Source: an optimization exercise on an open RTL-to-GDS flow (aim: small area). Production flows keep margins and buffers that such runs may drop.
Where RTL was checked, it was by simulation tests only, not by an equivalence proof against the original.
No functional check of the RTL was part of run 3.
Power and IR drop assume default switching activity. No driver is modelled on the clock port, so clocking that relies on it looks cheaper here than on a real chip.

==> flow/design.v <==
package riscv_pkg;
   localparam int XLEN = 32;
   localparam int NREGS = 32;
   localparam int REG_ADDR_W = 5;
   localparam logic [REG_ADDR_W-1:0] ZERO_REG = 5'd0;
endpackage
module wb_sel (
   input  logic a,
   input  logic b,
   input  logic s,
   input  logic s_n,
   output logic y
);
   assign y = (s & a) | (s_n & b);
endmodule
module wb_mux #(
   parameter int XLEN = 32
) (
   input  logic [XLEN-1:0] read_data42,
   input  logic [XLEN-1:0] alu_out42,
   input  logic            memtoreg42,
   output logic [XLEN-1:0] wb_data
);
   logic memtoreg42_n;
   assign memtoreg42_n = ~memtoreg42;
   for (genvar b = 0; b < XLEN; b++) begin : g_bit
      wb_sel u_sel (.a(read_data42[b]), .b(alu_out42[b]), .s(memtoreg42), .s_n(memtoreg42_n), .y(wb_data[b]));
   end
endmodule
module rf_hold (
   input  logic en,
   input  logic en_n,
   input  logic d,
   input  logic q,
   output logic y
);
   assign y = (en & d) | (en_n & q);
endmodule
module dec_nor (
   input  logic a_n,
   input  logic b_n,
   output logic y
);
   assign y = ~(a_n | b_n);
endmodule
module cnt_bit (
   input  logic q,
   input  logic c,
   input  logic inc,
   input  logic hold,
   output logic d,
   output logic c_out
);
   logic s;
   assign {c_out, s} = q + c;
   assign d = (inc & s) | (hold & q);
endmodule
module rd_aoi3 (
   input  logic [2:0] s,
   input  logic [2:0] q,
   output logic       y_n
);
   assign y_n = ~|(s & q);
endmodule
module rd_bit (
   input  logic [31:1] s,
   input  logic [31:1] q,
   output logic        y
);
   logic [9:0] t_n;
   for (genvar g = 0; g < 10; g++) begin : g_aoi
      rd_aoi3 u_aoi (.s(s[3*g+3:3*g+1]), .q(q[3*g+3:3*g+1]), .y_n(t_n[g]));
   end
   assign y = ~(&t_n) | (s[31] & q[31]);
endmodule
module regfile_wb #(
   parameter int XLEN = 32,
   parameter int NREGS = 32
) (
   input  logic            clk,
   input  logic            rst,
   input  logic [XLEN-1:0] read_data42,
   input  logic [XLEN-1:0] alu_out42,
   input  logic            memtoreg42,
   input  logic            wr_en42,
   input  logic [4:0]      write_reg42,
   input  logic [4:0]      rs1_addr,
   input  logic [4:0]      rs2_addr,
   output logic [XLEN-1:0] rs1_data,
   output logic [XLEN-1:0] rs2_data,
   output logic [XLEN-1:0] wb_data,
   output logic [31:0]     wb_count
);
   logic [XLEN-1:0] regs_q [1:NREGS-1];
   logic [XLEN-1:0] regs_d [1:NREGS-1];
   logic [NREGS-1:1] ld, hold, sel1, sel2;
   logic [3:0]      wlo_n, r1lo_n, r2lo_n;
   logic [7:0]      whi_n, r1hi_n, r2hi_n;
   logic            commit, cnt_inc, cnt_hold;
   logic [32:0]     carry;
   logic [31:0]     carry_in;
   logic [31:0]     wb_count_q, wb_count_d;
   wb_mux #(.XLEN(XLEN)) u_wb_mux (
      .read_data42 (read_data42),
      .alu_out42   (alu_out42),
      .memtoreg42  (memtoreg42),
      .wb_data     (wb_data)
   );
   always_comb begin
      for (int j = 0; j < 4; j++) begin
         wlo_n[j]  = !(write_reg42[1:0] == 2'(j));
         r1lo_n[j] = !(rs1_addr[1:0] == 2'(j));
         r2lo_n[j] = !(rs2_addr[1:0] == 2'(j));
      end
      for (int k = 0; k < 8; k++) begin
         whi_n[k]  = !(wr_en42 && !rst && write_reg42[4:2] == 3'(k));
         r1hi_n[k] = !(rs1_addr[4:2] == 3'(k));
         r2hi_n[k] = !(rs2_addr[4:2] == 3'(k));
      end
   end
   for (genvar i = 1; i < NREGS; i++) begin : g_dec
      dec_nor u_ld   (.a_n(wlo_n[i % 4]),  .b_n(whi_n[i / 4]),  .y(ld[i]));
      dec_nor u_hold (.a_n(ld[i]),         .b_n(rst),           .y(hold[i]));
      dec_nor u_sel1 (.a_n(r1lo_n[i % 4]), .b_n(r1hi_n[i / 4]), .y(sel1[i]));
      dec_nor u_sel2 (.a_n(r2lo_n[i % 4]), .b_n(r2hi_n[i / 4]), .y(sel2[i]));
   end
   for (genvar i = 1; i < NREGS; i++) begin : g_ent
      for (genvar b = 0; b < XLEN; b++) begin : g_bit
         rf_hold u_hold (
            .en(ld[i]), .en_n(hold[i]), .d(wb_data[b]), .q(regs_q[i][b]), .y(regs_d[i][b])
         );
      end
   end
   always_ff @(posedge clk) begin
      for (int i = 1; i < NREGS; i++) regs_q[i] <= regs_d[i];
   end
   assign commit = wr_en42 && (write_reg42 != riscv_pkg::ZERO_REG);
   assign cnt_inc  = commit && !rst;
   assign cnt_hold = !commit && !rst;
   for (genvar b = 0; b < 32; b++) begin : g_cnt
      if (b == 0)
         assign carry_in[b] = 1'b1;
      else if (b % 8 == 0)
         assign carry_in[b] = &wb_count_q[b-1:0];
      else
         assign carry_in[b] = carry[b];
      cnt_bit u_bit (
         .q(wb_count_q[b]), .c(carry_in[b]), .inc(cnt_inc), .hold(cnt_hold),
         .d(wb_count_d[b]), .c_out(carry[b+1])
      );
   end
   always_ff @(posedge clk) wb_count_q <= wb_count_d;
   for (genvar b = 0; b < XLEN; b++) begin : g_rd
      logic [NREGS-1:1] col;
      for (genvar i = 1; i < NREGS; i++) begin : g_col
         assign col[i] = regs_q[i][b];
      end
      rd_bit u_rd1 (.s(sel1), .q(col), .y(rs1_data[b]));
      rd_bit u_rd2 (.s(sel2), .q(col), .y(rs2_data[b]));
   end
   assign wb_count = wb_count_q;
endmodule
==> flow/flow/run.sh <==
#!/bin/bash
# Standard ORFS layout with two changes: small port buffers, and a clock
# tree with its own leaf clustering and no dummy loads. Each tool's output
# is kept in the ORFS logs under orfs/logs; make's own output goes to
# flow_make.log.
set -euo pipefail
export BUFFER_PORTS_ARGS="-buffer_cell sky130_fd_sc_hd__buf_1"
export CTS_ARGS="-sink_clustering_enable -repair_clock_nets -dont_use_dummy_load -buf_list sky130_fd_sc_hd__clkbuf_16 -sink_clustering_size 30 -sink_clustering_max_diameter 90"
bash standard.sh > flow_make.log 2>&1
==> flow/standard.sh <==
#!/bin/bash
# synth_recipe.tcl (not shown) runs the flow's synth.tcl, then flattens the netlist and writes it again
# the make line also repeats each setting of config.mk as NAME=value (left out here)
make -C /OpenROAD-flow-scripts/flow DESIGN_CONFIG=/design/flow/config.mk WORK_HOME=/design/flow/orfs CLKGATE_MAP_FILE= SYNTH_SCRIPT=/design/flow/synth_recipe.tcl "${@:-finish}"
==> flow/config.mk <==
export PLATFORM = sky130hd
export DESIGN_NAME = regfile_wb
export DESIGN_NICKNAME = regfile_wb
export VERILOG_FILES = /design/flow/design.v
export SDC_FILE = /design/flow/constraint.sdc
export NUM_CORES = 4
export LEC_CHECK = 0
export CAP_MARGIN = 5
export CORE_MARGIN = 2
export CORE_UTILIZATION = 45
export PLACE_DENSITY = 0.85
export SETUP_SLACK_MARGIN = 0.2
export SLEW_MARGIN = 5
export SYNTH_HIERARCHICAL = 1
export SYNTH_MINIMUM_KEEP_SIZE = 0
==> flow/constraint.sdc <==
create_clock -name core_clock -period 7.0 [get_ports {clk}]
set_input_delay 1.4000 -clock core_clock [delete_from_list [all_inputs] [get_ports {clk}]]
set_output_delay 1.4000 -clock core_clock [all_outputs]
set_load 0.01 [all_outputs]
==> impl_results.md, run 1 <==
* Crit Path Class: in2out
* Final hold viol count at 0
* Sequential fraction of the synthesis area at 0.524
* Synthesized cell area at 39100 sq um
* Synth unique cells at 22
* TritonCTS clock tree: done
* Core area at between 80000 and 90000 sq um
* Post-Route WL at roughly 180 mm
* Most frequent cells in the layout: a22o_1 (1056), dfxtp_1 (1024), a222oi_1 (640), buf_1 (209), nand4_1 (133)
* Commonest non-fill, non-tap cell in the layout: a22o_1
* Post-Place Worst Slack at 1.31 ns
* H-tree Lvls at 2
* Fin. max-slew vios at 0
* I/O pin count at 211
* Post-Layout Cell Count at about 4700
* Crit-path most repeated cell: buf_1
* Critical path cell sequence: buf_1 -> nand2b_1 -> nor2_2 -> buf_4 -> a222oi_1 -> nand4_1 -> a2111o_1 -> buf_1
* RSZ-0062 raised after global routing: false
* CTS Buf Count at 40
* Syn_area_per_cell at ~12 sq um
* Hold WC Path Type: reg2reg
* Die Wd at 299 um
* Row cnt at 108
* Initial drt markers at approximately 13000
* Clock sinks at roughly 1000
* Rel. slew slack at 0.0562
* Pwr Total at 0.00948 W
* Syn-to-layout area delta at 12.5%
* Fmax at 0.164 GHz
* Clk slew on worst S/H paths at 0.11 ns
* Die ar. at 89300 sq um
* Root Buffer: clkbuf_16
* Vias at 40900
* Final setup vio count at 0
* Required time of the critical path at 5.60 ns
* Max-cap violations at 0
* Layout fillers at roughly 7500
* Post-cts resize count at 0
* Final net count at roughly 3700
* Clock Skews at 0.0253 ns
* Sum of negative setup slack at 0 ns
* PD cells at ~220 nW/um^2
* CTS Hold Bufs at 0
* Crit path time final at 6.09 ns
* # port buffers at 210
* P_leak at 15.9 nW
* Layout cells sized above 1 at 0.0807
* Max Root-Sink Buffers at 3
* Part of the cycle the worst path needs at 0.870
* Peak supply drop at 0.000170 V
* HPWL Detailed at 105 mm
* Worst R2R Setup Slack at roughly 4.3 ns
* Die Y at between 200 and 300 um
* GR Overflow Total at 0
* Worst-Skew Late Latency at 0.65 ns
* Number of global-route vias before repair at 38100
* Placed inst area at 43000 sq um
* Worst-margin pin slew at 1.41 ns
* Finished Cell Area at 44000 sq um
* Post-CTS Setup Bufs at 0
* Global Route Usage Sum at 0.379
* Top delay family on crit path: simple AND/OR/NAND/NOR gates
* Setup crit start kind: input port
* Syn. warnings at 10
* Final ANT Viol Nets at 0
* Worst Slack Setup Final at 0.909 ns
* CP endpoint kind: output port
* Seq cells post-synth at 1024
* GPL Wtd Cong at 1.03
* Routed length per instance at 38.2 um
* Vias per cell at around 8.6
* CP Buf/Inv Count at 3
* DRC Markers at 0
* Syn Inst Count at between 3000 and 4000
* Critical-path maximum fanout at 28
* Largest net degree at the start of global routing at 34
* Slowest stage delay, CP at 0.67 ns
* Cells after DPL at 4670
* First-pass GRT wire length at about 260 mm
* Antenna violations before repair at 20
* Synth Net Count at 3309
* Outcome: timing/DRC/antenna clean
* Initial core utilization at 0.452
* Worst path arrival time at 4.69 ns
* First-pass iteration count of the detailed router at 22
* Slowest-stage cell, CP: nand2b_1
## cells by family (layout without fill, tap and decap cells)
logic type	after synthesis	in the layout	share of synthesized area
simple gates	373	373	0.0468
buf+inv	2	364	0.000192
compound gates	1762	1762	0.419
flops	1024	1024	0.524
other cells	1	17	0.0000958
fa+ha+maj	32	32	0.0102
## final timing paths
kind                          startpoint                      to  depth (start not counted)
setup / recovery             rs1_addr[0]            rs1_data[28]                          8
hold reg to reg   regs_q[29][18]$_DFF_P_  regs_q[29][18]$_DFF_P_                          1
hold / removal    regs_q[29][18]$_DFF_P_  regs_q[29][18]$_DFF_P_                          1
setup reg to reg   wb_count_q[3]$_DFF_P_  wb_count_q[31]$_DFF_P_                         12
## Yosys cell counts, drive strengths merged
master | count | area (sq um)
conb | 1 | 3.75
nand3b | 6 | 45.0
dfxtp | 1024 | 20500
ha | 32 | 400
inv | 2 | 7.51
or3b | 3 | 26.3
nand3 | 4 | 20.0
nor2 | 132 | 495
a21oi | 2 | 10.0
or2 | 3 | 18.8
a2111o | 64 | 721
nand4 | 134 | 845
nand2 | 77 | 289
nor2b | 2 | 12.5
a222oi | 640 | 6410
nor3 | 1 | 5.00
nand2b | 7 | 43.8
nor4 | 1 | 12.5
a22o | 1056 | 9250
or3 | 2 | 12.5
and2 | 1 | 6.26
## flip-flops by register name, indices dropped and copies added, names as in the netlist
| name | count |
|---|---|
| wb_count_q | 32 |
| regs_q | 992 |
## report_power, final
group,switching [W],internal [W]
Sequential,0.0000349,0.00586
Combinational,0.000622,0.000122
Clock,0.00180,0.00104
Total,0.00245,0.00702
## modules after synthesis (local to each module, per instance), excerpt
module,cells,copies in the design
rd_aoi3,1,640
rf_hold,1,992
wb_sel,1,32
regfile_wb,1085,1
rd_bit,4,64
cnt_bit,2,32
dec_nor,1,124
## worst register-to-register path: stages (launching register included)
cell	delay (ns)
dfxtp_1	0.44
nand4_1	0.17
nor4_2	0.38
and2_1	0.18
ha_1	0.15
ha_1	0.14
ha_1	0.14
ha_1	0.14
ha_1	0.15
ha_1	0.14
ha_1	0.15
ha_1	0.23
a22o_1	0.17
## metal layers
metal	GRT usage	wire length, um	vias up
met5	0.00423	278	-
met4	0.255	17200	22
met3	0.205	36500	1327
met2	0.508	67900	4790
met1	0.463	58900	19100
li1	-	-	15600
## metrics by stage
stage	util	hold WS, ns
5_1_grt	0.509	0.516
3_3_place_gp	0.497	0.473
6_report	0.509	0.509
2_1_floorplan	-	0.460
4_1_cts	0.508	0.508
3_5_place_dp	0.497	0.478
## area by class of cell
type / instances / area (sq um) / share of cell area
antenna: 16 / 40.0 / 0.000909
inverter: 2 / 7.51 / 0.000171
sequential: 1024 / 20500 / 0.466
multi-input combinational: 2168 / 19400 / 0.440
tap: 1155 / 1450 / 0.0328
timing repair buffer: 322 / 1650 / 0.0374
clock buffer: 40 / 1000 / 0.0227
==> run 2, diff against run 1 <==
--- a/flow/config.mk
+++ b/flow/config.mk
@@ -7,8 +7,7 @@
 export LEC_CHECK = 0
 export CAP_MARGIN = 5
 export CORE_MARGIN = 2
-export CORE_UTILIZATION = 45
-export PLACE_DENSITY = 0.85
+export CORE_UTILIZATION = 55
 export SETUP_SLACK_MARGIN = 0.2
 export SLEW_MARGIN = 5
 export SYNTH_HIERARCHICAL = 1
==> run 2 against run 1 <==
  * Sequential cell count is the same
  * Area after synthesis is the same
  * Global-route usage grew 14 points
  * Critical endpoint is now rs2_data[18]
==> impl_results.md, run 2 <==
* Synth top area share at 0.524 (unchanged)
* Post-Route WL at 202 mm (+11%)
* CP endpoint kind: output port
* Rel. slew slack at 0.0789 (+0.0227)
* Worst Slack Setup Final at 0.886 ns (-0.0222 ns)
* Logic pwr share at 0.081 (+0.002)
* Met1 Wirelength at 67.1 mm (+14%)
* Syn Inst Count at 3194 (unchanged)
* Crit Path Class: in2out
* First-pass iteration count of the detailed router at 17 (-23%)
* Syn. warnings at 10 (unchanged)
* Number of global-route vias before repair at 39600 (+4.1%)
* Switching Power at 0.00254 W (+3.6%)
* Commonest non-fill, non-tap cell in the layout: a22o_1
* CTS Buf Count at 41 (+2.5%)
* Final hold viol count at 0 (unchanged)
* H-tree Lvls at 2 (unchanged)
* GPL Wtd Cong at 1.02 (-0.38%)
* Crit path time final at 6.11 ns (+0.0222 ns)
* Area of the multi-input gates at 19500 sq um (+0.46%)
* Vias per cell at 9.13 (+5.7%)
* Met3 wire length at 37.8 mm (+3.5%)
* Root Buffer: clkbuf_16
* Post-synth EDFFs at 0 (unchanged)
* DRC Markers at 0 (unchanged)
* Most frequent cells in the layout: a22o_1 (1056), dfxtp_1 (1024), a222oi_1 (640), buf_1 (209), buf_4 (174)
* Largest net degree at the start of global routing at 34 (unchanged)
* PD cells at 217 nW/um^2 (+0.71%)
* Fin. max-slew vios at 0 (unchanged)
* Synth area leaders: dfxtp_1 (52%), a22o_1 (24%), a222oi_1 (16%), nand4_1 (2.1%), a2111o_1 (1.8%)
* Final ANT Viol Nets at 0 (unchanged)
* HPWL Detailed at 118 mm (+12%)
* Biggest regs: regs_q: 992 flops, wb_count_q: 32 flops
* Pint at 0.00706 W (+0.53%)
* Sum of negative setup slack at 0 ns (unchanged)
* P_leak at 16.2 nW (+2.1%)
* Vias at 41700 (+2.0%)
* Clock sinks at 1024 (unchanged)
* Crit path launch: rs2_addr[0]
* Setup crit start kind: input port
* I/O pin count at 211 (unchanged)
* Most frequent cell after synthesis: a22o_1
* Pwr Total at 0.00960 W (+1.3%)
* Layout cells sized above 1 at 0.0967 (+0.0160)
* Synth Net Count at 3309 (unchanged)
* Async set-reset flop share out of synthesis at 0 (unchanged)
* # port buffers at 210 (unchanged)
* RSZ-0062 raised after global routing: false
* Die ar. at 73300 sq um (-18%)
* Clk slew on worst S/H paths at 0.11 ns (about the same)
* FF/Latch Area at 20500 sq um (unchanged)
* Layout fillers at 5629 (-25%)
* Sw Share at 0.265 (+0.00582)
* Clock power share at 0.305 (+0.006)
* Die Wd at 271 um (-9.4%)
* Max Root-Sink Buffers at 3 (unchanged)
* Core area at 70300 sq um (-19%)
* Worst hold margin at 0.509 ns (-0.000198 ns)
* Fmax at 0.164 GHz (-0.36%)
* First-pass GRT wire length at 282 mm (+10%)
* Post-cts resize count at 0 (unchanged)
* Register with the most flip-flops: regs_q
* Part of the cycle the worst path needs at 0.873 (+0.00317)
* Hold_sp: regs_q[8][29]$_DFF_P_
* Routed length per instance at 44.1 um (+15%)
* Antenna violations before repair at 6 (-70%)
* Seq cells post-synth at 1024 (unchanged)
* Clock Skews at 0.00635 ns (-0.0189 ns)
* Top Layer Used: met5
* TritonCTS clock tree: done
* Die Y at 271 um (-9.4%)
* Hold WC Path Type: reg2reg
* Cells after DPL at 4518 (-3.3%)
* Synthesized cell area at 39100 sq um (unchanged)
* Max-cap violations at 0 (unchanged)
* Synth unique cells at 22 (unchanged)
* Required time of the critical path at 5.60 ns (about the same)
* Final net count at 3736 (+1.7%)
* Sequential share of power at 0.614 (-0.008)
* Top FF cell, synth: dfxtp_1
* Outcome: timing/DRC/antenna clean
* Post-Place Worst Slack at 1.24 ns (-0.0669 ns)
* Peak supply drop at 0.000216 V (+27%)
* Post-Layout Cell Count at 4564 (-3.4%)
* Worst-Skew Late Latency at 0.64 ns (about the same)
* Sequential fraction of the synthesis area at 0.524 (unchanged)
* Syn-to-layout area delta at 13.2%
* GR Overflow Total at 0 (unchanged)
* Initial drt markers at 12500 (-4.8%)
* Initial core utilization at 0.557 (+0.104)
* Largest area contributor in the netlist: dfxtp_1
* Syn_area_per_cell at 12.3 sq um (unchanged)
* Final setup vio count at 0 (unchanged)
* WL met2 at 76.6 mm (+13%)
* CTS Hold Bufs at 0 (unchanged)
* Global Route Usage Sum at 0.523 (+0.144)
* Critical-path maximum fanout at 17 (-39%)
* Worst-margin pin slew at 1.38 ns (-0.0340 ns)
* Commonest cells post-synth: a22o_1 (1056), dfxtp_1 (1024), a222oi_1 (640)
* Reg2reg start: wb_count_q[2]$_DFF_P_
* Worst path arrival time at 4.71 ns (+0.02 ns)
* Row cnt at 97 (-10%)
* Number of flip-flops in the largest register at 992 (unchanged)
* Post-CTS Setup Bufs at 0 (unchanged)
## run 2: cell types whose count changed in the layout (fill, tap and decap cells not counted)
| cell | delta |
|---|---|
| nor2_2 | -18 |
| nor2_4 | +18 |
| buf_12 | -1 |
| buf_2 | +1 |
| clkbuf_4 | -1 |
| clkbuf_16 | +1 |
| diode_2 | -11 |
| buf_4 | +63 |
## run 2: worst max-delay path: stages
cell	delay [ns]
buf_1	0.23
nand2b_1	0.78
nor2_4	0.30
buf_4	0.34
a222oi_1	0.31
nand4_1	0.60
a2111o_1	0.58
buf_1	0.16
## run 2: routing by layer
layer	up-vias	GRT usage
met5	-	0.00461
met4	6	0.396
met3	1238	0.224
met2	4830	0.708
met1	19900	0.654
li1	15800	-
## run 2: cell families after synthesis
family	count (synthesis)	synth area share
AO/OA/AOI/OAI	1762	0.419
adder cells (fa/ha/maj)	32	0.0102
buffers and inverters	2	0.000192
flip-flops	1024	0.524
other	1	0.0000958
AND/OR/NAND/NOR	373	0.0468
## run 2: worst paths after layout
kind | endpoint | slack, ns | depth (start not counted)
max reg2reg | wb_count_q[31]$_DFF_P_ | 4.21 | 12
min | regs_q[8][29]$_DFF_P_ | 0.51 | 1
min reg2reg | regs_q[8][29]$_DFF_P_ | 0.51 | 1
max | rs2_data[18] | 0.89 | 8
## run 2: stage by stage
step                      cell area (sq um)  utilization
final                                 44300        0.630
after global routing                  44300        0.630
after CTS                             44300        0.630
after detailed placement              43300        0.616
after global placement                43300        0.616
after floorplan                       39100            -
## run 2: layout make-up
| class | instances | area share |
|---|---|---|
| antenna | 5 | 0.000282 |
| clock buffer | 41 | 0.0232 |
| inverter | 2 | 0.000169 |
| multi-input combinational | 2168 | 0.440 |
| sequential | 1024 | 0.463 |
| tap | 940 | 0.0266 |
| timing repair buffer | 384 | 0.0473 |
## run 2: power by group through the flow
stage	Clock (W)	Combinational, W	Sequential (W)
after floorplan	0	0.000289	0.00602
after global placement	0	0.000695	0.00603
after detailed placement	0	0.000707	0.00603
after CTS	0.00289	0.000709	0.00590
after global routing	0.00308	0.000754	0.00591
final	0.00293	0.000777	0.00590
## run 2: modules after synthesis, one instance, submodules excluded, excerpt
module	cells inside	area, sq um	times used	flip-flops and latches
rd_bit	4	27.5	64	0
rd_aoi3	1	10.0	640	0
cnt_bit	2	21.3	32	0
rf_hold	1	8.76	992	0
dec_nor	1	3.75	124	0
wb_sel	1	8.76	32	0
regfile_wb	1085	20800	1	1024
==> run 3, diff against run 2 <==
--- a/flow/design.v
+++ b/flow/design.v
@@ -93,7 +93,7 @@
 );
    logic [XLEN-1:0] regs_q [1:NREGS-1];
    logic [XLEN-1:0] regs_d [1:NREGS-1];
-   logic [NREGS-1:1] ld, hold, sel1, sel2;
+   logic [NREGS-1:1] ld [2], hold [2], sel1 [2], sel2 [2];
    logic [3:0]      wlo_n, r1lo_n, r2lo_n;
    logic [7:0]      whi_n, r1hi_n, r2hi_n;
    logic            commit, cnt_inc, cnt_hold;
@@ -119,15 +119,18 @@
       end
    end
    for (genvar i = 1; i < NREGS; i++) begin : g_dec
-      dec_nor u_ld   (.a_n(wlo_n[i % 4]),  .b_n(whi_n[i / 4]),  .y(ld[i]));
-      dec_nor u_hold (.a_n(ld[i]),         .b_n(rst),           .y(hold[i]));
-      dec_nor u_sel1 (.a_n(r1lo_n[i % 4]), .b_n(r1hi_n[i / 4]), .y(sel1[i]));
-      dec_nor u_sel2 (.a_n(r2lo_n[i % 4]), .b_n(r2hi_n[i / 4]), .y(sel2[i]));
+      for (genvar h = 0; h < 2; h++) begin : g_half
+         dec_nor u_ld   (.a_n(wlo_n[i % 4]),  .b_n(whi_n[i / 4]),  .y(ld[h][i]));
+         dec_nor u_hold (.a_n(ld[h][i]),      .b_n(rst),           .y(hold[h][i]));
+         dec_nor u_sel1 (.a_n(r1lo_n[i % 4]), .b_n(r1hi_n[i / 4]), .y(sel1[h][i]));
+         dec_nor u_sel2 (.a_n(r2lo_n[i % 4]), .b_n(r2hi_n[i / 4]), .y(sel2[h][i]));
+      end
    end
    for (genvar i = 1; i < NREGS; i++) begin : g_ent
       for (genvar b = 0; b < XLEN; b++) begin : g_bit
          rf_hold u_hold (
-            .en(ld[i]), .en_n(hold[i]), .d(wb_data[b]), .q(regs_q[i][b]), .y(regs_d[i][b])
+            .en(ld[b / 16][i]), .en_n(hold[b / 16][i]), .d(wb_data[b]), .q(regs_q[i][b]),
+            .y(regs_d[i][b])
          );
       end
    end
@@ -155,8 +158,8 @@
       for (genvar i = 1; i < NREGS; i++) begin : g_col
          assign col[i] = regs_q[i][b];
       end
-      rd_bit u_rd1 (.s(sel1), .q(col), .y(rs1_data[b]));
-      rd_bit u_rd2 (.s(sel2), .q(col), .y(rs2_data[b]));
+      rd_bit u_rd1 (.s(sel1[b / 16]), .q(col), .y(rs1_data[b]));
+      rd_bit u_rd2 (.s(sel2[b / 16]), .q(col), .y(rs2_data[b]));
    end
    assign wb_count = wb_count_q;
 endmodule
==> flow/flow/run.sh (replaced) <==
#!/bin/bash
# Standard ORFS layout with two changes: small port buffers, and a clock
# tree with its own leaf clustering and no dummy loads. Each tool's output
# is kept in the ORFS logs under orfs/logs; make's own output goes to
# flow_make.log.
set -euo pipefail
export BUFFER_PORTS_ARGS="-buffer_cell sky130_fd_sc_hd__buf_1"
export CTS_ARGS="-sink_clustering_enable -repair_clock_nets -dont_use_dummy_load -buf_list sky130_fd_sc_hd__clkbuf_8 -sink_clustering_size 18 -sink_clustering_max_diameter 50"
bash standard.sh > flow_make.log 2>&1
==> flow/config.mk (replaced) <==
export PLATFORM = sky130hd
export DESIGN_NAME = regfile_wb
export DESIGN_NICKNAME = regfile_wb
export VERILOG_FILES = /design/flow/design.v
export SDC_FILE = /design/flow/constraint.sdc
export NUM_CORES = 4
export LEC_CHECK = 0
export CAP_MARGIN = 20
export CORE_MARGIN = 2
export CORE_UTILIZATION = 45
export SETUP_SLACK_MARGIN = 0.2
export SLEW_MARGIN = 20
export SYNTH_HIERARCHICAL = 1
export SYNTH_MINIMUM_KEEP_SIZE = 0
==> run 3 against run 2 <==
  * Cell count up 11%
  * Die area up 23%
  * Still clean
  * Critical endpoint is now rs1_data[16]
  * Setup slack better by 0.12 ns
  * Clock power up 19%
  * Via count down 3.3%
  * Register-to-register slack worse by 0.09 ns
  * Combinational power down 3.3%
  * Largest cell class unchanged
  * Clock skew up 0.036 ns
  * Sequential share of layout area down 1.4 points
==> impl_results.md, run 3 <==
* Outcome: timing/DRC/antenna clean
* Antenna violations before repair at 15 (+9)
* Root Buffer: clkbuf_8
* Synth Net Count at 3433 (+3.7%)
* Hold WC Path Type: reg2reg
* DRC Markers at 0 (unchanged)
* Sequential share of power at 0.581 (-0.033)
* Finished Cell Area at 45700 sq um (+3.1%)
* GR Overflow Total at 0 (unchanged)
* Global Route Usage Sum at 0.392 (-0.131)
* Fin. max-slew vios at 0 (unchanged)
* Initial drt markers at 9811 (-21%)
* Core area at 87000 sq um (+24%)
* Slowest stage delay, CP at 0.84 ns (+0.06 ns)
* Final net count at 4038 (+8.1%)
* Fmax at 0.167 GHz (+2.0%)
* Biggest regs: regs_q: 992 flops, wb_count_q: 32 flops
* Post-cts resize count at 0 (unchanged)
* Post-Place Worst Slack at 1.14 ns (-0.0962 ns)
* Row cnt at 108 (+11%)
* Most frequent cell after synthesis: a22o_1
* Vias at 40300 (-3.3%)
* Synthesized cell area at 39600 sq um (+1.2%)
* CP Buf/Inv Count at 3 (unchanged)
* Syn-to-layout area delta at 15.3%
* Clock power share at 0.345 (+0.040)
* RSZ-0062 raised after global routing: false
* PD cells at 222 nW/um^2 (+2.5%)
* Sequential fraction of the synthesis area at 0.518 (-0.00616)
* P_leak at 17.2 nW (+6.0%)
* Syn Inst Count at 3318 (+3.9%)
* Sw Share at 0.266 (+0.000848)
* Final hold viol count at 0 (unchanged)
* Sum of negative setup slack at 0 ns (unchanged)
* Post-synth EDFFs at 0 (unchanged)
* Largest area contributor in the netlist: dfxtp_1
* CTS Hold Bufs at 0 (unchanged)
* Die Y at 301 um (+11%)
* Most frequent cells in the layout: a22o_1 (1035), dfxtp_1 (1024), a222oi_1 (640), buf_4 (275), nor2_1 (215)
* Routed length per instance at 36.7 um (-17%)
* H-tree Lvls at 3 (+1)
* Max-cap violations at 0 (unchanged)
* Synth unique cells at 22 (unchanged)
* Synth top area share at 0.518 (-0.00616)
* HPWL Detailed at 125 mm (+5.8%)
* Rel. slew slack at 0.283 (+0.205)
* Final ANT Viol Nets at 0 (unchanged)
* CP endpoint kind: output port
* Syn_area_per_cell at 11.9 sq um (-2.6%)
* Register with the most flip-flops: regs_q
* Part of the cycle the worst path needs at 0.857 (-0.0169)
* Crit Path Class: in2out
* Clock Skews at 0.0422 ns (+0.0358 ns)
* Max Root-Sink Buffers at 3 (unchanged)
* First-pass iteration count of the detailed router at 13 (-4)
* Commonest cells post-synth: a22o_1 (1056), dfxtp_1 (1024), a222oi_1 (640)
* Crit-path most repeated cell: buf_1
* Clk slew on worst S/H paths at 0.07 ns (-0.04 ns)
* Syn. warnings at 14 (+4)
* TritonCTS clock tree: done
* Largest net degree at the start of global routing at 42 (+24%)
* Critical path cell sequence: buf_1 -> nand2b_1 -> nor2_1 -> buf_4 -> a222oi_1 -> nand4_1 -> a2111o_1 -> buf_1
* Required time of the critical path at 5.60 ns (about the same)
* Top delay family on crit path: simple AND/OR/NAND/NOR gates
* Commonest non-fill, non-tap cell in the layout: a22o_1
* Synth area leaders: dfxtp_1 (52%), a22o_1 (23%), a222oi_1 (16%), nor2_1 (2.4%), nand4_1 (2.1%)
* Seq cells post-synth at 1024 (unchanged)
* Slowest-stage cell, CP: nand2b_1
* Initial core utilization at 0.455 (-0.102)
* I/O pin count at 211 (unchanged)
* Logic pwr share at 0.074 (-0.007)
* First-pass GRT wire length at 265 mm (-6.1%)
* Placed inst area at 44000 sq um (+1.8%)
* # port buffers at 210 (unchanged)
* Worst-margin pin slew at 1.07 ns (-0.304 ns)
* Switching Power at 0.00270 W (+6.1%)
* Worst path arrival time at 4.60 ns (-0.11 ns)
* Top FF cell, synth: dfxtp_1
* Worst Slack Setup Final at 1.00 ns (+0.118 ns)
* Worst R2R Setup Slack at 4.12 ns (-0.09 ns)
* Number of global-route vias before repair at 37200 (-6.1%)
* Post-CTS Setup Bufs at 0 (unchanged)
* Crit path time final at 6.00 ns (-0.118 ns)
* Die Wd at 301 um (+11%)
* Layout cells sized above 1 at 0.119 (+0.0226)
* Peak supply drop at 0.000149 V (-31%)
* Async set-reset flop share out of synthesis at 0 (unchanged)
* Vias per cell at 7.94 (-13%)
* Number of flip-flops in the largest register at 992 (unchanged)
* Pwr Total at 0.0102 W (+5.7%)
* Setup crit start kind: input port
* Pint at 0.00746 W (+5.6%)
* Worst-Skew Late Latency at 0.79 ns (+0.15 ns)
* Post-Route WL at 186 mm (-7.5%)
* GPL Wtd Cong at 1.04 (+1.5%)
* Critical-path maximum fanout at 16 (-1)
* Die ar. at 90400 sq um (+23%)
* Clock sinks at 1024 (unchanged)
* Final setup vio count at 0 (unchanged)
* CTS Buf Count at 115 (+180%)
## run 3: cell count changes in the layout (fill, tap and decap cells not counted), moves of 2 or more
cell / before / now
clkbuf_16: 41 / 0
clkbuf_8: 0 / 115
a22o_1: 1056 / 1035
buf_4: 174 / 275
nor2_4: 107 / 0
nor2_2: 17 / 41
a22o_2: 0 / 21
nor2_1: 8 / 215
buf_8: 0 / 2
## run 3: metrics by stage
step,util,hold WS (ns),instances
floorplan,-,0.460,3318
global placement,0.505,0.473,4956
detailed placement,0.506,0.476,4961
CTS,0.524,0.497,5076
global route,0.525,0.511,5077
finish,0.525,0.499,5080
## run 3: power by group through the flow
| stage | sequential (W) | clock (W) | combinational (W) |
|---|---|---|---|
| 3_3_place_gp | 0.00603 | 0 | 0.000702 |
| 3_5_place_dp | 0.00603 | 0 | 0.000717 |
| 5_1_grt | 0.00590 | 0.00373 | 0.000760 |
| 6_report | 0.00590 | 0.00350 | 0.000751 |
| 4_1_cts | 0.00590 | 0.00352 | 0.000718 |
| 2_1_floorplan | 0.00602 | 0 | 0.000303 |
## run 3: worst paths after layout
check,from,to,cells after the start
worst max-delay path,rs1_addr[1],rs1_data[16],8
worst min-delay path,regs_q[15][9]$_DFF_P_,regs_q[15][9]$_DFF_P_,1
worst max register to register,wb_count_q[0]$_DFF_P_,wb_count_q[31]$_DFF_P_,12
worst min register to register,regs_q[15][9]$_DFF_P_,regs_q[15][9]$_DFF_P_,1
## run 3: per-module statistics from Yosys (local to each module, per instance), a selection
module	area, sq um	cells inside	flops+latches	copies in the design
regfile_wb	20800	1085	1024	1
rd_bit	27.5	4	0	64
cnt_bit	21.3	2	0	32
wb_sel	8.76	1	0	32
rd_aoi3	10.0	1	0	640
dec_nor	3.75	1	0	248
## run 3: final cells by class
type                       count  area [sq um]
antenna                        4          10.0
sequential                  1024         20500
inverter                       2          7.51
timing repair buffer         488          2900
fill                        7741         41400
tap                         1155          1450
multi-input combinational   2292         19200
clock buffer                 115          1580
## run 3: per-layer routing
metal  GRT usage  part of all wire
met3       0.111              0.14
met1       0.525              0.38
met4       0.178             0.057
met5           0           0.00071
met2       0.588              0.42
## run 3: logic make-up after synthesis
group                      Yosys count  synth area share
buffers and inverters                2          0.000190
adders and majority gates           32            0.0101
DFF                               1024             0.518
other                                1         0.0000947
and+or+nand+nor                    497            0.0580
AOI/OAI and AO/OA                 1762             0.414

port drivers added, routing unchanged:
No port has a modelled driver above. Below, the same layouts with a new extraction and two added sets of constraints. Step 1, drivers: a clkbuf_16 drives clk and a buf_2 each remaining input, both assumed. Step 2 times the ports against the registers' clock, not the clock port: input delays grow and output delays shrink by t, the midpoint of the rising clock arrivals with the driver on. a / b / c = no drivers / after step 1 / after step 2; a / b = the first two.
| run | t, ns | setup WS [ns] | clock arrival spread, ns | worst register clock-pin slew, ns |
|---|---|---|---|---|
| run 1 | 0.696 | 0.909 / 0.863 / 0.863 | 0.073 / 0.073 | 0.12 / 0.12 |
| run 2 | 0.700 | 0.886 / 0.861 / 0.861 | 0.046 / 0.047 | 0.12 / 0.12 |
| run 3 | 0.849 | 1.004 / 0.955 / 0.955 | 0.062 / 0.061 | 0.11 / 0.11 |
After both steps setup and hold are still met in every run listed. The setup slack of run 3, which loses most, moves by -0.049 ns with the drivers and by -0.049 ns with both steps.
